This is an optimization exercise on Yosys and OpenROAD, whose aim is small area, not a production implementation.
The RTL was checked by simulation tests, not by an equivalence proof against the original design.

==> inputs of run D <==
// cmfs_top
module cmfs_top (
	input  logic        clk,
	input  logic        arst_n,
	input  logic        start,
	output logic        busy,
	input  logic [15:0] dir_x,
	input  logic [15:0] dir_y,
	input  logic [15:0] dir_z,
	output logic        done,
	output logic [2:0]  face,
	output logic [12:0] coord_u,
	output logic [12:0] coord_v,
	output logic        zero_vector
);
	cmfs_pkg::cmfs_in_t  dir_w;
	cmfs_pkg::cmfs_out_t res_w;
	assign dir_w.dir_x = dir_x;
	assign dir_w.dir_y = dir_y;
	assign dir_w.dir_z = dir_z;
	cube_map_face_select_unit u_unit (
		.clk    (clk),
		.arst_n (arst_n),
		.start  (start),
		.busy   (busy),
		.dir    (dir_w),
		.done   (done),
		.res    (res_w)
	);
	assign face        = res_w.face;
	assign coord_u     = res_w.coord_u;
	assign coord_v     = res_w.coord_v;
	assign zero_vector = res_w.zero_vector;
endmodule
clock: 4.5 ns
lec_check: 0
abc_area: 1
cap_margin: 20
core_margin: 2
core_utilization: 40
cts_cluster_diameter: 60
cts_cluster_size: 30
slew_margin: 20
run.sh (not shown) runs the stock make flow with config.mk's settings and CLKGATE_MAP_FILE= SYNTH_SCRIPT=/design/flow/synth_recipe.tcl, a recipe that flattens the netlist after the stock synthesis.
==> inputs of run A, as changes to run D <==
--- a/flow/design.v
+++ b/flow/design.v
@@ -117,95 +117,89 @@
 		end
 		equ_c = equ_c && !fu_c;
 		eqv_c = eqv_c && !fv_c;
 		if (zero_c) begin
 			m_c   = 16'd1;
 			equ_c = 1'b0;
 			eqv_c = 1'b0;
 		end
+		fu_c  = fu_c || equ_c;
+		fv_c  = fv_c || eqv_c;
 	end
 	logic        vld_0;
-	logic        zero_0;
 	logic        equ_0;
 	logic        eqv_0;
 	logic [2:0] face_0;
 	logic [15:0] m_0;
 	logic        fu_0;
 	logic        fv_0;
 	logic [14:0] ru_0, rv_0;
 	assign vld_0  = vld_a;
-	assign zero_0 = zero_c;
 	assign equ_0  = equ_c;
 	assign eqv_0  = eqv_c;
-	assign face_0 = face_c;
+	assign face_0 = zero_c ? 3'd6 : face_c;
 	assign m_0    = m_c;
 	assign fu_0   = fu_c;
 	assign fv_0   = fv_c;
 	assign ru_0   = cu_c[14:0];
 	assign rv_0   = cv_c[14:0];
 	logic        vld_0r;
-	logic        zero_0r;
 	logic        equ_0r;
 	logic        eqv_0r;
 	logic [2:0] face_0r;
 	logic [15:0] m_0r;
 	logic        fu_0r;
 	logic        fv_0r;
 	logic [14:0] ru_0r, rv_0r;
 	always_ff @(posedge clk or negedge arst_n) begin
 		if (!arst_n) vld_0r <= 1'b0;
 		else         vld_0r <= vld_0;
 	end
 	always_ff @(posedge clk) begin
-		zero_0r <= zero_0;
 		equ_0r <= equ_0;
 		eqv_0r <= eqv_0;
 		face_0r <= face_0;
 		m_0r <= m_0;
 		fu_0r <= fu_0;
 		fv_0r <= fv_0;
 		ru_0r <= ru_0;
 		rv_0r <= rv_0;
 	end
 	logic        vld_1;
-	logic        zero_1;
 	logic        equ_1;
 	logic        eqv_1;
 	logic [2:0] face_1;
 	logic [15:0] m_1;
 	logic        fu_1;
 	logic        fv_1;
 	logic [14:0] ru_1, rv_1;
 	assign vld_1 = vld_0r;
-	assign zero_1 = zero_0r;
 	assign equ_1 = equ_0r;
 	assign eqv_1 = eqv_0r;
 	assign face_1 = face_0r;
 	assign m_1 = m_0r;
 	assign fu_1 = fu_0r;
 	assign fv_1 = fv_0r;
 	logic [15:0] su_1;
 	assign su_1 = {ru_0r, 1'b0} + ~m_0r + 16'(!fu_0r);
 	assign ru_1 = su_1[15:1];
 	logic [15:0] sv_1;
 	assign sv_1 = {rv_0r, 1'b0} + ~m_0r + 16'(!fv_0r);
 	assign rv_1 = sv_1[15:1];
 	logic        vld_2;
-	logic        zero_2;
 	logic        equ_2;
 	logic        eqv_2;
 	logic [2:0] face_2;
 	logic [15:0] m_2;
 	logic        fu_2;
 	logic        fv_2;
 	logic [14:0] ru_2, rv_2;
 	logic [10:10] qu_2, qv_2;
 	assign vld_2 = vld_1;
-	assign zero_2 = zero_1;
 	assign equ_2 = equ_1;
 	assign eqv_2 = eqv_1;
 	assign face_2 = face_1;
 	assign m_2 = m_1;
 	assign fu_2 = fu_1;
 	assign fv_2 = fv_1;
 	logic hu_2;
 	logic [15:0] su_2;
@@ -331,54 +325,50 @@
 	assign cv_2[11] = tv_2_42_g;
 	assign cv_2[12] = tv_2_51_g;
 	assign cv_2[13] = tv_2_45_g;
 	assign cv_2[14] = tv_2_52_g;
 	assign cv_2[15] = tv_2_41_g;
 	assign sv_2 = pv_2 ^ cv_2;
 	assign rv_2 = sv_2[15:1];
 	logic        vld_2r;
-	logic        zero_2r;
 	logic        equ_2r;
 	logic        eqv_2r;
 	logic [2:0] face_2r;
 	logic [15:0] m_2r;
 	logic        fu_2r;
 	logic        fv_2r;
 	logic [14:0] ru_2r, rv_2r;
 	logic [10:10] qu_2r, qv_2r;
 	always_ff @(posedge clk or negedge arst_n) begin
 		if (!arst_n) vld_2r <= 1'b0;
 		else         vld_2r <= vld_2;
 	end
 	always_ff @(posedge clk) begin
-		zero_2r <= zero_2;
 		equ_2r <= equ_2;
 		eqv_2r <= eqv_2;
 		face_2r <= face_2;
 		m_2r <= m_2;
 		fu_2r <= fu_2;
 		fv_2r <= fv_2;
 		ru_2r <= ru_2;
 		rv_2r <= rv_2;
 		qu_2r <= qu_2;
 		qv_2r <= qv_2;
 	end
 	logic        vld_3;
-	logic        zero_3;
 	logic        equ_3;
 	logic        eqv_3;
 	logic [2:0] face_3;
 	logic [15:0] m_3;
 	logic        fu_3;
 	logic        fv_3;
 	logic [14:0] ru_3, rv_3;
 	logic [10:9] qu_3, qv_3;
 	assign vld_3 = vld_2r;
-	assign zero_3 = zero_2r;
 	assign equ_3 = equ_2r;
 	assign eqv_3 = eqv_2r;
 	assign face_3 = face_2r;
 	assign m_3 = m_2r;
 	assign fu_3 = fu_2r;
 	assign fv_3 = fv_2r;
 	logic hu_3;
 	logic [15:0] su_3;
@@ -504,27 +494,25 @@
 	assign cv_3[11] = tv_3_94_g;
 	assign cv_3[12] = tv_3_103_g;
 	assign cv_3[13] = tv_3_97_g;
 	assign cv_3[14] = tv_3_104_g;
 	assign cv_3[15] = tv_3_93_g;
 	assign sv_3 = pv_3 ^ cv_3;
 	assign rv_3 = sv_3[15:1];
 	logic        vld_4;
-	logic        zero_4;
 	logic        equ_4;
 	logic        eqv_4;
 	logic [2:0] face_4;
 	logic [15:0] m_4;
 	logic        fu_4;
 	logic        fv_4;
 	logic [14:0] ru_4, rv_4;
 	logic [10:8] qu_4, qv_4;
 	assign vld_4 = vld_3;
-	assign zero_4 = zero_3;
 	assign equ_4 = equ_3;
 	assign eqv_4 = eqv_3;
 	assign face_4 = face_3;
 	assign m_4 = m_3;
 	assign fu_4 = fu_3;
 	assign fv_4 = fv_3;
 	logic hu_4;
 	logic [15:0] su_4;
@@ -650,54 +638,50 @@
 	assign cv_4[11] = tv_4_146_g;
 	assign cv_4[12] = tv_4_155_g;
 	assign cv_4[13] = tv_4_149_g;
 	assign cv_4[14] = tv_4_156_g;
 	assign cv_4[15] = tv_4_145_g;
 	assign sv_4 = pv_4 ^ cv_4;
 	assign rv_4 = sv_4[15:1];
 	logic        vld_4r;
-	logic        zero_4r;
 	logic        equ_4r;
 	logic        eqv_4r;
 	logic [2:0] face_4r;
 	logic [15:0] m_4r;
 	logic        fu_4r;
 	logic        fv_4r;
 	logic [14:0] ru_4r, rv_4r;
 	logic [10:8] qu_4r, qv_4r;
 	always_ff @(posedge clk or negedge arst_n) begin
 		if (!arst_n) vld_4r <= 1'b0;
 		else         vld_4r <= vld_4;
 	end
 	always_ff @(posedge clk) begin
-		zero_4r <= zero_4;
 		equ_4r <= equ_4;
 		eqv_4r <= eqv_4;
 		face_4r <= face_4;
 		m_4r <= m_4;
 		fu_4r <= fu_4;
 		fv_4r <= fv_4;
 		ru_4r <= ru_4;
 		rv_4r <= rv_4;
 		qu_4r <= qu_4;
 		qv_4r <= qv_4;
 	end
 	logic        vld_5;
-	logic        zero_5;
 	logic        equ_5;
 	logic        eqv_5;
 	logic [2:0] face_5;
 	logic [15:0] m_5;
 	logic        fu_5;
 	logic        fv_5;
 	logic [14:0] ru_5, rv_5;
 	logic [10:7] qu_5, qv_5;
 	assign vld_5 = vld_4r;
-	assign zero_5 = zero_4r;
 	assign equ_5 = equ_4r;
 	assign eqv_5 = eqv_4r;
 	assign face_5 = face_4r;
 	assign m_5 = m_4r;
 	assign fu_5 = fu_4r;
 	assign fv_5 = fv_4r;
 	logic hu_5;
 	logic [15:0] su_5;
@@ -823,27 +807,25 @@
 	assign cv_5[11] = tv_5_198_g;
 	assign cv_5[12] = tv_5_207_g;
 	assign cv_5[13] = tv_5_201_g;
 	assign cv_5[14] = tv_5_208_g;
 	assign cv_5[15] = tv_5_197_g;
 	assign sv_5 = pv_5 ^ cv_5;
 	assign rv_5 = sv_5[15:1];
 	logic        vld_6;
-	logic        zero_6;
 	logic        equ_6;
 	logic        eqv_6;
 	logic [2:0] face_6;
 	logic [15:0] m_6;
 	logic        fu_6;
 	logic        fv_6;
 	logic [14:0] ru_6, rv_6;
 	logic [10:6] qu_6, qv_6;
 	assign vld_6 = vld_5;
-	assign zero_6 = zero_5;
 	assign equ_6 = equ_5;
 	assign eqv_6 = eqv_5;
 	assign face_6 = face_5;
 	assign m_6 = m_5;
 	assign fu_6 = fu_5;
 	assign fv_6 = fv_5;
 	logic hu_6;
 	logic [15:0] su_6;
@@ -969,54 +951,50 @@
 	assign cv_6[11] = tv_6_250_g;
 	assign cv_6[12] = tv_6_259_g;
 	assign cv_6[13] = tv_6_253_g;
 	assign cv_6[14] = tv_6_260_g;
 	assign cv_6[15] = tv_6_249_g;
 	assign sv_6 = pv_6 ^ cv_6;
 	assign rv_6 = sv_6[15:1];
 	logic        vld_6r;
-	logic        zero_6r;
 	logic        equ_6r;
 	logic        eqv_6r;
 	logic [2:0] face_6r;
 	logic [15:0] m_6r;
 	logic        fu_6r;
 	logic        fv_6r;
 	logic [14:0] ru_6r, rv_6r;
 	logic [10:6] qu_6r, qv_6r;
 	always_ff @(posedge clk or negedge arst_n) begin
 		if (!arst_n) vld_6r <= 1'b0;
 		else         vld_6r <= vld_6;
 	end
 	always_ff @(posedge clk) begin
-		zero_6r <= zero_6;
 		equ_6r <= equ_6;
 		eqv_6r <= eqv_6;
 		face_6r <= face_6;
 		m_6r <= m_6;
 		fu_6r <= fu_6;
 		fv_6r <= fv_6;
 		ru_6r <= ru_6;
 		rv_6r <= rv_6;
 		qu_6r <= qu_6;
 		qv_6r <= qv_6;
 	end
 	logic        vld_7;
-	logic        zero_7;
 	logic        equ_7;
 	logic        eqv_7;
 	logic [2:0] face_7;
 	logic [15:0] m_7;
 	logic        fu_7;
 	logic        fv_7;
 	logic [14:0] ru_7, rv_7;
 	logic [10:5] qu_7, qv_7;
 	assign vld_7 = vld_6r;
-	assign zero_7 = zero_6r;
 	assign equ_7 = equ_6r;
 	assign eqv_7 = eqv_6r;
 	assign face_7 = face_6r;
 	assign m_7 = m_6r;
 	assign fu_7 = fu_6r;
 	assign fv_7 = fv_6r;
 	logic hu_7;
 	logic [15:0] su_7;
@@ -1142,27 +1120,25 @@
 	assign cv_7[11] = tv_7_302_g;
 	assign cv_7[12] = tv_7_311_g;
 	assign cv_7[13] = tv_7_305_g;
 	assign cv_7[14] = tv_7_312_g;
 	assign cv_7[15] = tv_7_301_g;
 	assign sv_7 = pv_7 ^ cv_7;
 	assign rv_7 = sv_7[15:1];
 	logic        vld_8;
-	logic        zero_8;
 	logic        equ_8;
 	logic        eqv_8;
 	logic [2:0] face_8;
 	logic [15:0] m_8;
 	logic        fu_8;
 	logic        fv_8;
 	logic [14:0] ru_8, rv_8;
 	logic [10:4] qu_8, qv_8;
 	assign vld_8 = vld_7;
-	assign zero_8 = zero_7;
 	assign equ_8 = equ_7;
 	assign eqv_8 = eqv_7;
 	assign face_8 = face_7;
 	assign m_8 = m_7;
 	assign fu_8 = fu_7;
 	assign fv_8 = fv_7;
 	logic hu_8;
 	logic [15:0] su_8;
@@ -1288,54 +1264,50 @@
 	assign cv_8[11] = tv_8_354_g;
 	assign cv_8[12] = tv_8_363_g;
 	assign cv_8[13] = tv_8_357_g;
 	assign cv_8[14] = tv_8_364_g;
 	assign cv_8[15] = tv_8_353_g;
 	assign sv_8 = pv_8 ^ cv_8;
 	assign rv_8 = sv_8[15:1];
 	logic        vld_8r;
-	logic        zero_8r;
 	logic        equ_8r;
 	logic        eqv_8r;
 	logic [2:0] face_8r;
 	logic [15:0] m_8r;
 	logic        fu_8r;
 	logic        fv_8r;
 	logic [14:0] ru_8r, rv_8r;
 	logic [10:4] qu_8r, qv_8r;
 	always_ff @(posedge clk or negedge arst_n) begin
 		if (!arst_n) vld_8r <= 1'b0;
 		else         vld_8r <= vld_8;
 	end
 	always_ff @(posedge clk) begin
-		zero_8r <= zero_8;
 		equ_8r <= equ_8;
 		eqv_8r <= eqv_8;
 		face_8r <= face_8;
 		m_8r <= m_8;
 		fu_8r <= fu_8;
 		fv_8r <= fv_8;
 		ru_8r <= ru_8;
 		rv_8r <= rv_8;
 		qu_8r <= qu_8;
 		qv_8r <= qv_8;
 	end
 	logic        vld_9;
-	logic        zero_9;
 	logic        equ_9;
 	logic        eqv_9;
 	logic [2:0] face_9;
 	logic [15:0] m_9;
 	logic        fu_9;
 	logic        fv_9;
 	logic [14:0] ru_9, rv_9;
 	logic [10:3] qu_9, qv_9;
 	assign vld_9 = vld_8r;
-	assign zero_9 = zero_8r;
 	assign equ_9 = equ_8r;
 	assign eqv_9 = eqv_8r;
 	assign face_9 = face_8r;
 	assign m_9 = m_8r;
 	assign fu_9 = fu_8r;
 	assign fv_9 = fv_8r;
 	logic hu_9;
 	logic [15:0] su_9;
@@ -1461,27 +1433,25 @@
 	assign cv_9[11] = tv_9_406_g;
 	assign cv_9[12] = tv_9_415_g;
 	assign cv_9[13] = tv_9_409_g;
 	assign cv_9[14] = tv_9_416_g;
 	assign cv_9[15] = tv_9_405_g;
 	assign sv_9 = pv_9 ^ cv_9;
 	assign rv_9 = sv_9[15:1];
 	logic        vld_10;
-	logic        zero_10;
 	logic        equ_10;
 	logic        eqv_10;
 	logic [2:0] face_10;
 	logic [15:0] m_10;
 	logic        fu_10;
 	logic        fv_10;
 	logic [14:0] ru_10, rv_10;
 	logic [10:2] qu_10, qv_10;
 	assign vld_10 = vld_9;
-	assign zero_10 = zero_9;
 	assign equ_10 = equ_9;
 	assign eqv_10 = eqv_9;
 	assign face_10 = face_9;
 	assign m_10 = m_9;
 	assign fu_10 = fu_9;
 	assign fv_10 = fv_9;
 	logic hu_10;
 	logic [15:0] su_10;
@@ -1607,54 +1577,50 @@
 	assign cv_10[11] = tv_10_458_g;
 	assign cv_10[12] = tv_10_467_g;
 	assign cv_10[13] = tv_10_461_g;
 	assign cv_10[14] = tv_10_468_g;
 	assign cv_10[15] = tv_10_457_g;
 	assign sv_10 = pv_10 ^ cv_10;
 	assign rv_10 = sv_10[15:1];
 	logic        vld_10r;
-	logic        zero_10r;
 	logic        equ_10r;
 	logic        eqv_10r;
 	logic [2:0] face_10r;
 	logic [15:0] m_10r;
 	logic        fu_10r;
 	logic        fv_10r;
 	logic [14:0] ru_10r, rv_10r;
 	logic [10:2] qu_10r, qv_10r;
 	always_ff @(posedge clk or negedge arst_n) begin
 		if (!arst_n) vld_10r <= 1'b0;
 		else         vld_10r <= vld_10;
 	end
 	always_ff @(posedge clk) begin
-		zero_10r <= zero_10;
 		equ_10r <= equ_10;
 		eqv_10r <= eqv_10;
 		face_10r <= face_10;
 		m_10r <= m_10;
 		fu_10r <= fu_10;
 		fv_10r <= fv_10;
 		ru_10r <= ru_10;
 		rv_10r <= rv_10;
 		qu_10r <= qu_10;
 		qv_10r <= qv_10;
 	end
 	logic        vld_11;
-	logic        zero_11;
 	logic        equ_11;
 	logic        eqv_11;
 	logic [2:0] face_11;
 	logic [15:0] m_11;
 	logic        fu_11;
 	logic        fv_11;
 	logic [14:0] ru_11, rv_11;
 	logic [10:1] qu_11, qv_11;
 	assign vld_11 = vld_10r;
-	assign zero_11 = zero_10r;
 	assign equ_11 = equ_10r;
 	assign eqv_11 = eqv_10r;
 	assign face_11 = face_10r;
 	assign m_11 = m_10r;
 	assign fu_11 = fu_10r;
 	assign fv_11 = fv_10r;
 	logic hu_11;
 	logic [15:0] su_11;
@@ -1783,20 +1749,20 @@
 	assign cv_11[14] = tv_11_520_g;
 	assign cv_11[15] = tv_11_509_g;
 	assign sv_11 = pv_11 ^ cv_11;
 	assign rv_11 = sv_11[15:1];
 	logic [11:0] qu_f, qv_f;
 	assign qu_f = {!fu_11, qu_11, !(ru_11[14] ^ fu_11)};
 	assign qv_f = {!fv_11, qv_11, !(rv_11[14] ^ fv_11)};
 	assign done            = vld_11;
-	assign res.face        = face_11;
-	assign res.zero_vector = zero_11;
-	assign res.coord_u     = {equ_11, qu_f & {12{!equ_11}}};
-	assign res.coord_v     = {eqv_11, qv_f & {12{!eqv_11}}};
+	assign res.zero_vector = face_11 == 3'd6;
+	assign res.face        = res.zero_vector ? 3'd5 : face_11;
+	assign res.coord_u     = {equ_11, qu_f};
+	assign res.coord_v     = {eqv_11, qv_f};
 endmodule
 module cmfs_top (
 	input  logic        clk,
 	input  logic        arst_n,
 	input  logic        start,
 	output logic        busy,
 	input  logic [15:0] dir_x,
 	input  logic [15:0] dir_y,
CORE_UTILIZATION = 50   (was 40)
CTS_CLUSTER_DIAMETER = 70   (was 60)
CTS_CLUSTER_SIZE = 35   (was 30)
GPL_TIMING_DRIVEN = 0   (was default)
PLACE_DENSITY = 0.65   (was default)
==> flow_metrics.tcl <==
set metrics [dict create \
    clk_latency_ns 0.58 \
    status "timing/DRC/antenna clean" \
    clock_cell_area_share_pct 3.99 \
    period_share_pct 96.7 \
]
-- figures above: run D

==> flow_metrics.tcl <==
set metrics [dict create \
    clk_latency_ns 0.63 \
    clock_cell_area_share_pct 4.06 \
    status "timing/DRC/antenna clean" \
]
-- figures above: run A

[separate check: timing with driven ports]
In the flow no input, the clock included, has a driving cell. The finished layouts below were timed again as built, in two steps.
Step 1, drivers: a clkbuf_16 drives clk and a buf_2 each remaining input, both assumed.
Step 2 moves the port delays by t, midway between the first and last clock arrival at a register: inputs arrive t later, outputs are due t later. That takes back most of the time a late clock gives input paths.
a / b / c = ideal / step 1 / step 2; a / b = the first two.
| run | t, ns | setup WS [ns] | worst data-port slew with drivers (ns) |
|---|---|---|---|
| run D | 0.619 | 0.148 / 0.088 / -0.275 | 0.04 |
| run A | 0.668 | 0.171 / 0.122 / -0.497 | 0.09 |
With both steps, setup timing fails in run D and run A, where it was met with ideal ports. The setup slack of run A, which loses most, moves by -0.049 ns with the drivers and by -0.668 ns with both steps.
